This is an optimization exercise on Yosys and OpenROAD, whose aim is small area, a short achievable clock period and few clock cycles, not a production implementation. RTL that was checked went through simulation tests only; none was proved equivalent to the original. No activity file was given, so power comes from the tool's default toggle rates.

## run a
// k_nearest_point_select
module k_nearest_point_select (
  input  logic        clk,
  input  logic        rst_n,
  input  logic        cfg_wr_en,
  input  logic [1:0]  cfg_index,
  input  logic [23:0] cfg_data,
  input  logic        in_valid,
  output logic        in_ready,
  input  logic [23:0] in_point_x,
  input  logic [23:0] in_point_y,
  input  logic [23:0] in_point_z,
  input  logic        in_set_end,
  output logic        out_valid,
  input  logic        out_ready,
  output logic [4:0]  out_target_index,
  output logic        out_list_end,
  output logic        out_dropped
);
Settings: LEC_CHECK=0, CAP_MARGIN=20, CORE_MARGIN=2, CORE_UTILIZATION=62, CTS_CLUSTER_DIAMETER=85, CTS_CLUSTER_SIZE=24, SETUP_SLACK_MARGIN=5.0, SLEW_MARGIN=20; clock period 9.0 ns.
run.sh (not shown) runs the stock make flow with config.mk's settings and CLKGATE_MAP_FILE= SYNTH_SCRIPT=/design/flow/synth_recipe.tcl, a recipe that flattens the netlist after the stock synthesis.
Run a | stages: all done | timing, DRC, antenna: all pass
Testbench counts of run a, summed over its fixed seeds: cycles 10,086.
diff inputs: run a => run b
- changing CORE_UTILIZATION from 62 to 50
### Flow results
Across run a and run b, none had a timing, DRC or antenna violation. Row cell area reported after detailed placement: run b higher / run a lower. Higher wire length goes to run b over run a. Switching share of total power ends up higher on run b. Per the comparison of run b with run a, clock period minus worst slack higher, global-route usage now smaller.

## oak
Another version of the RTL of k_nearest_point_select (not shown whole).
For scale: ~13000 cells after synthesis, roughly 2700 flip-flops, ~110 I/O pins, about 0.13 mm² of cells after synthesis.
Settings: LEC_CHECK=0, CAP_MARGIN=20, CORE_MARGIN=2, CORE_UTILIZATION=50, SETUP_SLACK_MARGIN=5.0, SLEW_MARGIN=20; clock period 9.0 ns.
Changes in pine relative to oak:
Settings: setting CTS_CLUSTER_DIAMETER to 90 for the first time; setting CTS_CLUSTER_SIZE to 26 for the first time.
Notes after the runs:
Across both runs, number of iterations in the first detailed-routing pass was lower for pine than for oak.
Summary — summed area of non-filler cells in the final layout, pine relative to oak: lower, by 3.9%.
The timing endpoint of the critical path comes out u_dist.r1_q[173] in one run and u_dist.r1_q[143] in the other, namely in oak and pine respectively.
Compared with oak, cell count in pine decreased slightly.
pine: count of clock-buffer cells in the layout about 60% below oak
| setup slack of the critical path after layout | pine vs oak | ≈ equal |
pine gives less total routing resource utilization after global routing than oak did.
Delta (pine minus oak): clock share of power shows a reduction of 9.0 points; post-synthesis to final-layout area growth shows a reduction of 4.4 points; routed wire length shows a reduction of 4200 µm; sequential share of cell area shows an increase of 1.6 points.
No run of this note included a check of the RTL's function; only the layout flow was run.

k_nearest_point_select, a different RTL version from the one above (not shown whole).
Size in the first run: about 12000 cells after synthesis, about 110 I/O pins, about 0.13 mm^2 of cells after synthesis.
==> flow/config.mk <==
export PLATFORM = sky130hd
export DESIGN_NAME = k_nearest_point_select
export DESIGN_NICKNAME = k_nearest_point_select
export VERILOG_FILES = /design/flow/design.v
export SDC_FILE = /design/flow/constraint.sdc
export NUM_CORES = 4
export LEC_CHECK = 0
export CAP_MARGIN = 20
export CORE_MARGIN = 2
export CORE_UTILIZATION = 50
export CTS_CLUSTER_DIAMETER = 100
export CTS_CLUSTER_SIZE = 30
export SETUP_SLACK_MARGIN = 5.0
export SLEW_MARGIN = 20
==> flow/constraint.sdc <==
create_clock -name core_clock -period 9.0 [get_ports {clk}]
set_input_delay 1.8000 -clock core_clock [delete_from_list [all_inputs] [get_ports {clk}]]
set_output_delay 1.8000 -clock core_clock [all_outputs]
set_load 0.01 [all_outputs]
Testbench counts at the start, summed over its fixed seeds: cycles 10,254.
Rerun with:
Settings changed: CTS_CLUSTER_DIAMETER 100 to default, CTS_CLUSTER_SIZE 30 to default.
Clock-buffer cell count increases by 277.
Non-clock buffer count decreases by 1.
Final area increases by 4.3%.
Synthesized area does not change.
Rerun with:
Settings changed: CTS_CLUSTER_DIAMETER from default to 80, CTS_CLUSTER_SIZE from default to 22.
Outcome: Cell count fell by about 1.8%; setup slack improved by 0.013 ns; global-route usage goes down by 0.32 points; critical path depth rose by 1; wire length shrinks by 1.4%.

==> port drivers added, routing unchanged <==
Ports are ideal in the flow. The routed layouts listed here were re-timed in OpenROAD.
Step 1 sets driving cells, clkbuf_16 on the clock port and buf_2 on the other inputs (assumed; they add their load-dependent delay and slew).
Step 2 also shifts input and output timing later by t, the mid clock arrival at the registers, as if the neighbouring blocks saw the same clock.
Slacks: no drivers / after step 1 / after step 2; pairs: no drivers / after step 1.
| run | shift t [ns] | setup slack, ns | hold WS [ns] |
|---|---|---|---|
| run a | 0.917 | 5.054 / 5.082 / 4.198 | 0.329 / 0.329 / 0.329 |
| run b | 0.914 | 5.008 / 5.008 / 4.210 | 0.330 / 0.330 / 0.330 |
| oak | 1.004 | 5.039 / 5.039 / 4.207 | 0.321 / 0.321 / 0.321 |
| pine | 0.918 | 5.039 / 5.039 / 4.232 | 0.331 / 0.331 / 0.331 |
| the first run of note 3 | 0.901 | 5.091 / 5.100 / 4.269 | 0.318 / 0.318 / 0.318 |
| the second run of note 3 | 0.926 | 5.081 / 5.081 / 4.266 | 0.302 / 0.302 / 0.302 |
| the third run of note 3 | 0.932 | 5.094 / 5.095 / 4.236 | 0.318 / 0.318 / 0.318 |
After both steps setup and hold are still met in every run listed. For the third run of note 3, which loses most, drivers alone change the setup slack by +0.001 ns; drivers and shift together by -0.858 ns.
